Source: an optimization exercise on an open RTL-to-GDS flow (aim: small area, a short achievable clock period and few clock cycles). Production flows keep margins and buffers that such runs may drop.
At most, simulation tests tie the RTL to the original design; equivalence was not proved.
The RTL of run 1 was laid out without a check of its function.

==> flow/design.v (outline; a module is shown in full before it is edited, if it fits) <==
// module iter_counter: 14 lines
// module jw_control: 16 lines
// module jw_step: 442 lines
// module jw_fa: 10 lines
// module jw_ha: 9 lines
// module pixel_result: 15 lines
// module julia_worker: 143 lines
// module jw_start: 17 lines
// module jw_sure_escape: 15 lines
module julia_worker (
	input  logic               tb_clk,
	input  logic               rst,
	input  logic               start,
	input  logic [19:0]        pixel,   
	input  logic [43:0]        c,       
	input  logic               mc_busy,
	output logic               ready,
	output logic               done,
	output logic [63:0]        result   
);
  // ...
==> flow/run.sh <==
#!/bin/bash
# synth_recipe.tcl (not shown) runs the flow's synth.tcl, then flattens the netlist and writes it again
# the make line also repeats each setting of config.mk as NAME=value (left out here)
make -C /OpenROAD-flow-scripts/flow DESIGN_CONFIG=/design/flow/config.mk WORK_HOME=/design/flow/orfs CLKGATE_MAP_FILE= SYNTH_SCRIPT=/design/flow/synth_recipe.tcl finish
==> flow/config.mk <==
export PLATFORM = sky130hd
export DESIGN_NAME = julia_worker
export DESIGN_NICKNAME = julia_worker
export VERILOG_FILES = /design/flow/design.v
export SDC_FILE = /design/flow/constraint.sdc
export NUM_CORES = 4
export LEC_CHECK = 0
export CAP_MARGIN = 60
export CORE_MARGIN = 2
export CORE_UTILIZATION = 40
export SLEW_MARGIN = 60
export SYNTH_HIERARCHICAL = 1
export SYNTH_MINIMUM_KEEP_SIZE = 0
==> flow/constraint.sdc <==
create_clock -name core_clock -period 14.0 [get_ports {tb_clk}]
set_input_delay 2.8000 -clock core_clock [delete_from_list [all_inputs] [get_ports {tb_clk}]]
set_output_delay 2.8000 -clock core_clock [all_outputs]
set_load 0.01 [all_outputs]
==> reports/results.ini, run 1 <==
[cts]
cts_sinks=154
clk_pin_slew_ns=0.06

[floorplan]
die_x_um=222
die-area_um2=49400
core.rowCount=79

[cells_and_area]
fin_util_pct=45.3
final_common_cell=fa_1
multi_input_area_share_pct=65.7
layout.cells.non_filler=2429
fillers=4370
sh_seq_area_pct=19.7
n_clock_buffer=19

[grt]
grtUsageMet1_pct=27.1

[status]
status=timing/DRC/antenna clean

[detailed_routing]
route.vias.total=13000
detail_route.wl_per_cell_um=18.9
drt_wl_total_um=45900

[hold_path]
hold_path_class=reg2reg
hold_start=pix_q[16]
worstHoldEndpoint=res_index[6]

[logic_synthesis]
synth_ff_type=edfxtp_1
synth_compound_area_share_pct=10.5
synth_top_family_by_area=adder cells
synth_xor_area_share_pct=8.87

[sta]
final-hold-violation-count=0
min_period_over_period_pct=44.7
setup_violations=0
skew_ns=0.0252

[worst_setup_path]
slowest_delay_ns=0.56
r2r_start=xi[5]
r2r-end=xr_top[0]

==> module julia_worker, before the edit <==
module julia_worker (
	input  logic               tb_clk,
	input  logic               rst,
	input  logic               start,
	input  logic [19:0]        pixel,   
	input  logic [43:0]        c,       
	input  logic               mc_busy,
	output logic               ready,
	output logic               done,
	output logic [63:0]        result   
);
	logic        busy;
	logic        load;
	logic        tree_escaped;
	logic        periodic;
	logic [7:0]  count;
	logic [19:0] pix_q;
	logic [13:0] xr, xi, xr0, xi0;
	logic [1:0]  xr_top, xi_top;    
	logic        ovr, ovi;
	logic [15:0] nre, nim;
	logic [14:0] cre, cim, cre0, cim0;
	logic [27:0] z_seen;
	logic        waiting;     
	logic        w_dec;       
	logic        w_black;     
	logic        esc_q;       
	logic        per_q;       
	logic        res_free;
	logic        sure_esc;
	logic        stop;
	logic        step;
	logic        transfer;
	logic [19:0] res_index;
	logic [19:0] pix_index;
	logic [7:0]  res_count;
	logic        res_black;
	jw_sure_escape u_sure (
		.xr       (xr),
		.xi       (xi),
		.ovr      (ovr),
		.ovi      (ovi),
		.sure_esc (sure_esc)
	);
	assign stop = esc_q | per_q | sure_esc | (count == 8'(MAX_ITER));
	assign step = busy & ~waiting & ~stop;
	jw_control u_control (
		.rst      (rst),
		.start    (start),
		.mc_busy  (mc_busy),
		.busy     (busy),
		.waiting  (waiting),
		.done     (done),
		.stop     (stop),
		.ready    (ready),
		.load     (load),
		.res_free (res_free)
	);
	iter_counter u_counter (
		.tb_clk   (tb_clk),
		.load     (load),
		.step     (step),
		.count    (count)
	);
	assign transfer = busy & res_free & (waiting | stop);
	always_ff @(posedge tb_clk) begin
		if (rst) begin
			busy    <= 1'b0;
			waiting <= 1'b0;
			done    <= 1'b0;
			esc_q   <= 1'b0;
			per_q   <= 1'b0;
		end else begin
			busy    <= load | (busy & ~transfer);
			waiting <= busy & ~load & ~res_free & (waiting | stop);
			done    <= transfer | (done & mc_busy);
			esc_q   <= step & tree_escaped;
			per_q   <= step & periodic;
		end
		if (~waiting) begin
			w_dec   <= esc_q;
			w_black <= ~esc_q & (per_q | (count == 8'(MAX_ITER)));
		end
	end
	always_ff @(posedge tb_clk) begin
		if (res_free) begin
			res_index <= pix_index;
			if (waiting) begin
				res_count <= w_dec ? count - 8'd1 : count;
				res_black <= w_black;
			end else begin
				res_count <= esc_q ? count - 8'd1 : count;
				res_black <= ~esc_q & (per_q | (count == 8'(MAX_ITER)));
			end
		end
	end
	jw_start u_start (
		.pixel (pixel),
		.c     (c),
		.xr    (xr0),
		.xi    (xi0),
		.cre   (cre0),
		.cim   (cim0)
	);
	jw_step u_step (
		.xr      (xr),
		.xi      (xi),
		.cre     (cre),
		.cim     (cim),
		.escaped (tree_escaped),
		.nre     (nre),
		.nim     (nim)
	);
	always_ff @(posedge tb_clk) begin
		if (count[3:0] == 4'd0) begin
			z_seen <= {xr, xi};
		end
	end
	assign periodic = (count != 8'd0) & ~ovr & ~ovi & ({xr, xi} == z_seen);
	assign ovr = {xr_top, xr[13]} != {3{xr[13]}};
	assign ovi = {xi_top, xi[13]} != {3{xi[13]}};
	always_ff @(posedge tb_clk) begin
		if (load) begin
			{xr_top, xr} <= {{2{xr0[13]}}, xr0};
			{xi_top, xi} <= {{2{xi0[13]}}, xi0};
		end else begin
			{xr_top, xr} <= nre;
			{xi_top, xi} <= nim;
		end
		if (load) begin
			cre   <= cre0;
			cim   <= cim0;
			pix_q <= pixel;
		end
	end
	assign pix_index = {pix_q[9:0], 9'd0} + {2'd0, pix_q[9:0], 7'd0} + 20'(pix_q[19:10]);
	pixel_result u_result (
		.index  (res_index),
		.count  (res_count),
		.black  (res_black),
		.result (result)
	);
endmodule
==> module jw_sure_escape, before the edit <==
module jw_sure_escape (
	input  logic [13:0] xr,
	input  logic [13:0] xi,
	input  logic        ovr,
	input  logic        ovi,
	output logic        sure_esc
);
	logic [12:0] mr, mi;
	logic        big_r, big_i;
	assign mr = xr[12:0] ^ {13{xr[13]}};
	assign mi = xi[12:0] ^ {13{xi[13]}};
	assign big_r = mr[12] & (|mr[11:0]);
	assign big_i = mi[12] & (|mi[11:0]);
	assign sure_esc = ovr | ovi | big_r | big_i;
endmodule
==> run 2: changes to the inputs <==
--- a/flow/design.v
+++ b/flow/design.v
@@ -572,6 +572,7 @@
 	logic        res_free;
 	logic        sure_esc;
 	logic        stop;
+	logic        late_stop;   
 	logic        step;
 	logic        transfer;
 	logic [19:0] res_index;
@@ -585,7 +586,7 @@
 		.ovi      (ovi),
 		.sure_esc (sure_esc)
 	);
-	assign stop = esc_q | per_q | sure_esc | (count == 8'(MAX_ITER));
+	assign stop = late_stop | sure_esc;
 	assign step = busy & ~waiting & ~stop;
 	jw_control u_control (
 		.rst      (rst),
@@ -613,12 +614,14 @@
 			done    <= 1'b0;
 			esc_q   <= 1'b0;
 			per_q   <= 1'b0;
+			late_stop <= 1'b0;
 		end else begin
 			busy    <= load | (busy & ~transfer);
 			waiting <= busy & ~load & ~res_free & (waiting | stop);
 			done    <= transfer | (done & mc_busy);
 			esc_q   <= step & tree_escaped;
 			per_q   <= step & periodic;
+			late_stop <= step & (tree_escaped | periodic | (count == 8'(MAX_ITER - 1)));
 		end
 		if (~waiting) begin
 			w_dec   <= esc_q;
@@ -709,10 +712,12 @@
 	output logic        sure_esc
 );
 	logic [12:0] mr, mi;
-	logic        big_r, big_i;
+	logic        big_r, big_i, mid_r, mid_i;
 	assign mr = xr[12:0] ^ {13{xr[13]}};
 	assign mi = xi[12:0] ^ {13{xi[13]}};
 	assign big_r = mr[12] & (|mr[11:0]);
 	assign big_i = mi[12] & (|mi[11:0]);
-	assign sure_esc = ovr | ovi | big_r | big_i;
+	assign mid_r = mr[12] | (mr[11] & (mr[10] | (mr[9] & mr[8] & mr[7])));
+	assign mid_i = mi[12] | (mi[11] & (mi[10] | (mi[9] & mi[8] & mi[7])));
+	assign sure_esc = ovr | ovi | big_r | big_i | (mid_r & mid_i);
 endmodule
==> reports/results.ini, run 2 <==
[logic_synthesis]
synth-edff-count=108  ; unchanged
synthAdderAreaFrac_pct=39.3  ; was 39.2%
ys_top_cells_by_count=fa_1 (286), xnor2_1 (167), ha_1 (140), nor2_1 (123), edfxtp_1 (108)  ; was fa_1 (286), ha_1 (139), xnor2_1 (137), nor2_1 (123), edfxtp_1 (108)
yosys.area.top_type=fa_1  ; unchanged
yosysUniqueCellTypes=73  ; was 75
synthCells=1757  ; unchanged
synth_ff_type=edfxtp_1  ; unchanged
synth_top_area_share_pct=30.1  ; about the same
synth_area_um2=19000  ; about the same
synth_top_family_by_area=adder cells  ; unchanged
avgSynthCellArea_um2=10.8  ; about the same
ys.warnings.count=10  ; unchanged
muxShareOfSynthArea_pct=1.73  ; was 1.89%
synthArstFlopShare_pct=0  ; unchanged
yosys-top-cells-area=fa_1 (30%), edfxtp_1 (17%), ha_1 (9.2%)  ; was fa_1 (30%), edfxtp_1 (17%), ha_1 (9.1%)
synth_seq_area_share_pct=22.0  ; was 21.9%
synth_compound_area_share_pct=10.4  ; was 10.5%
synth_xor_area_share_pct=9.01  ; was 8.87%
synthSimpleGateAreaFrac_pct=11.2  ; about the same
yosysMostFrequentCell=fa_1  ; unchanged
synth-seq-cells=155  ; was 154

[sta]
period_minus_slack_ns=6.14  ; was 6.26 ns
setup_violations=0  ; unchanged
drv_slew=0  ; unchanged
max_freq_mhz=163  ; was 160 MHz
skew_ns=0.0108  ; was 0.0252 ns
final-hold-violation-count=0  ; unchanged
min_period_over_period_pct=43.9  ; was 44.7%
rsz0062_at_grt=false  ; unchanged
fin_setup_tns_ns=0  ; unchanged
relSlewSlack_pct=63.6  ; about the same
tightest_slew_ns=0.546  ; about the same
fin_ws_ns=7.86  ; was 7.74 ns

[floorplan]
die_x_um=222  ; about the same
die-area_um2=49400  ; about the same
io_pins=134  ; unchanged
die_h_um=222  ; about the same
core_um2=46800  ; unchanged
start_util_pct=40.7  ; about the same
core.rowCount=79  ; unchanged

[cts]
root_buffer=clkbuf_16  ; unchanged
cts_setup_buffers=0  ; unchanged
ctsResizeCount=0  ; unchanged
clk_pin_slew_ns=0.07  ; was 0.06 ns
cts_tree=done  ; unchanged
cts_sinks=155  ; was 154
cts.path.max_buffers=2  ; unchanged
hold_buffers=0  ; unchanged
cts_buffers=17  ; unchanged
htree_levels=4  ; unchanged
clock_latency_ns=0.46  ; about the same

[worst_setup_path]
path_cells=buf_4 -> and2_1 -> fa_1 -> fa_1 -> fa_1 -> fa_1 -> fa_1 -> fa_1 -> fa_1 -> ha_1 -> a211oi_2 -> o211ai_1 -> and2_4 -> a311o_1 -> a21oi_2 -> xnor2_1 -> inv_1 -> o21ai_0  ; was buf_4 -> nor4_1 -> mux2i_1 -> a21oi_1 -> o22ai_1 -> nor2_1 -> nand2_1 -> or3b_1 -> nand2_1 -> clkdlybuf4s50_1
cp.arrival_ns=6.52  ; was 3.46 ns
cp_max_fo=46  ; was 30
end_kind=flop  ; was output pin
critPathKind=reg2reg  ; was reg2out
critPathRequiredTime_ns=14.38  ; was 11.20 ns
slowest_stage=fa_1  ; was dfxtp_1
slowest_delay_ns=0.55  ; was 0.56 ns
cp-start-kind=flop  ; unchanged
cp_common_cell=fa_1  ; was nand2_1

[cells_and_area]
multi_input_area_um2=13900  ; about the same
regMostFlops=z_seen  ; unchanged
largest_reg_flops=28  ; unchanged
fillers=4342  ; was 4370
seq_area_um2=4190  ; was 4170 um2
areaGrowthSynthToFinish_pct=11.2  ; about the same
most-common-layout-cells=fa_1 (286), xnor2_1 (167), ha_1 (137)  ; was fa_1 (286), xnor2_1 (137), ha_1 (137)
drive_above_1_share_pct=7.52  ; was 7.35%
top_regs=z_seen x28, pix_q x20, res_index x20  ; unchanged
diodes=0  ; unchanged
fin_area_um2=21200  ; about the same
fin_nets=2303  ; was 2302
final_common_cell=fa_1  ; unchanged

[grt]
grt_start_max_net_pins=49  ; was 50
track_usage_pct=19.1  ; about the same
grt_pass1_vias=13700  ; about the same
overflow=0  ; unchanged
grt_antenna_before_repair=0  ; unchanged
grt_pass1_wl_um=74500  ; was 75000 um

[placed_design]
dp_hpwl_um=34500  ; was 34400 um
io_buffers=113  ; unchanged
globalplace.congestion=0.855  ; was 0.868
preCtsSetupSlack_ns=7.81  ; was 7.83 ns
dpl_cell_area_um2=20500  ; about the same

[detailed_routing]
dr.pass1.iters=5  ; unchanged
route.vias.total=12900  ; was 13.0k
drt_wl_total_um=45400  ; was 45900 um
drc_errors=0  ; unchanged
drt-vias-per-instance=5.31  ; was 5.33
drt.antenna.violating_nets=0  ; unchanged
detail_route.wl_per_cell_um=18.7  ; was 18.9 um
drt_iter0_drc=739  ; was 721

[status]
status=timing/DRC/antenna clean  ; unchanged

[hold_path]
hold_path_class=reg2reg  ; unchanged

[run]
drv_cap=0  ; unchanged

[run 2: cell types whose count changed after synthesis, sizes merged, moves of 4 or more]
cell,change
a211oi,-4
xnor2,+31
xor2,-29
nor3,+4
nand3,-13
nand4,+11
nor4,-6
o21ai,-6
a21oi,+7
[run 2: kinds of logic (layout without fill, tap and decap cells)]
kind of cell,Yosys count,after routing
buffers and inverters,244,262
muxes,29,29
DFF,155,155
xor gates and xnor gates,195,195
other,4,51
AOI/OAI and AO/OA,300,300
and+or+nand+nor,404,404
adders and majority gates,426,426
[run 2: path summary, 6_finish.rpt]
kind / start / depth (start not counted) / to / slack, ns
worst max register to register: xr[1] / 18 / xr_top[0] / 7.86
worst max-delay path: xr[1] / 18 / xr_top[0] / 7.86
worst min register to register: pix_q[12] / 0 / res_index[2] / 0.42
worst min-delay path: pix_q[12] / 0 / res_index[2] / 0.42
[run 2: worst max-delay path, delay by kind of cell (launching register included)]
family | cells | cell delay (ns)
fa+ha+maj | 8 | 3.61
compound gates | 5 | 1.09
buf+inv | 2 | 0.48
simple gates | 2 | 0.45
flops | 1 | 0.31
xor+xnor | 1 | 0.13
[run 2: routing by layer]
| layer | track usage [%] | share of wire (%) |
|---|---|---|
| met1 | 26.4 | 46 |
| met2 | 31.5 | 49 |
| met3 | 3.02 | 4.2 |
| met4 | 4.16 | 1.2 |
| met5 | 0 | 0 |
[run 2: per-module statistics from Yosys, one instance, submodules excluded]
module / times used / cell area, um2
julia_worker: 1 / 5690
jw_ha: 42 / 12.5
jw_fa: 280 / 20.0
jw_sure_escape: 1 / 259
jw_start: 1 / 709
jw_step: 1 / 5420
jw_control: 1 / 31.3
iter_counter: 1 / 339
pixel_result: 1 / 474
[run 2: final cells by class]
type | instances | share of cell area, %
tap | 607 | 3.59
sequential | 155 | 19.8
multi-input combinational | 1405 | 65.7
clock inverter | 12 | 0.579
clock buffer | 20 | 2.21
timing repair buffer | 149 | 6.74
inverter | 81 | 1.44
[run 2: stage by stage]
| step | std cells | utilization [%] | hold slack (ns) |
|---|---|---|---|
| 2_1_floorplan | 1804 | - | 0.400 |
| 3_3_place_gp | 2396 | 43.8 | 0.400 |
| 3_5_place_dp | 2396 | 43.9 | 0.405 |
| 4_1_cts | 2428 | 45.2 | 0.423 |
| 5_1_grt | 2429 | 45.3 | 0.435 |
| 6_report | 2429 | 45.3 | 0.422 |
Testbench counts of run 2, summed over its fixed seeds: cycles 102,501.

[re-timing with driven ports]
The results above use ideal ports. As a check the final layouts listed here were re-extracted and re-timed, cells and wires unchanged. Step 1: set_driving_cell puts a clkbuf_16 on tb_clk and a buf_2 on each other input, an assumption about the parent block. Step 2 moves the port delays by t, midway between the first and last clock arrival at a register: inputs arrive t later, outputs are due t later. That takes back most of the time a late clock gives input paths. Three values: ideal ports, drivers, drivers and shift; two values: the first two.
| run | t (ns) | setup slack, ns | clock arrival spread, ns |
|---|---|---|---|
| run 1 | 0.491 | 7.741 / 7.692 / 7.804 | 0.027 / 0.027 |
| run 2 | 0.498 | 7.858 / 7.858 / 7.858 | 0.011 / 0.010 |
After both steps setup and hold are still met in every run listed.
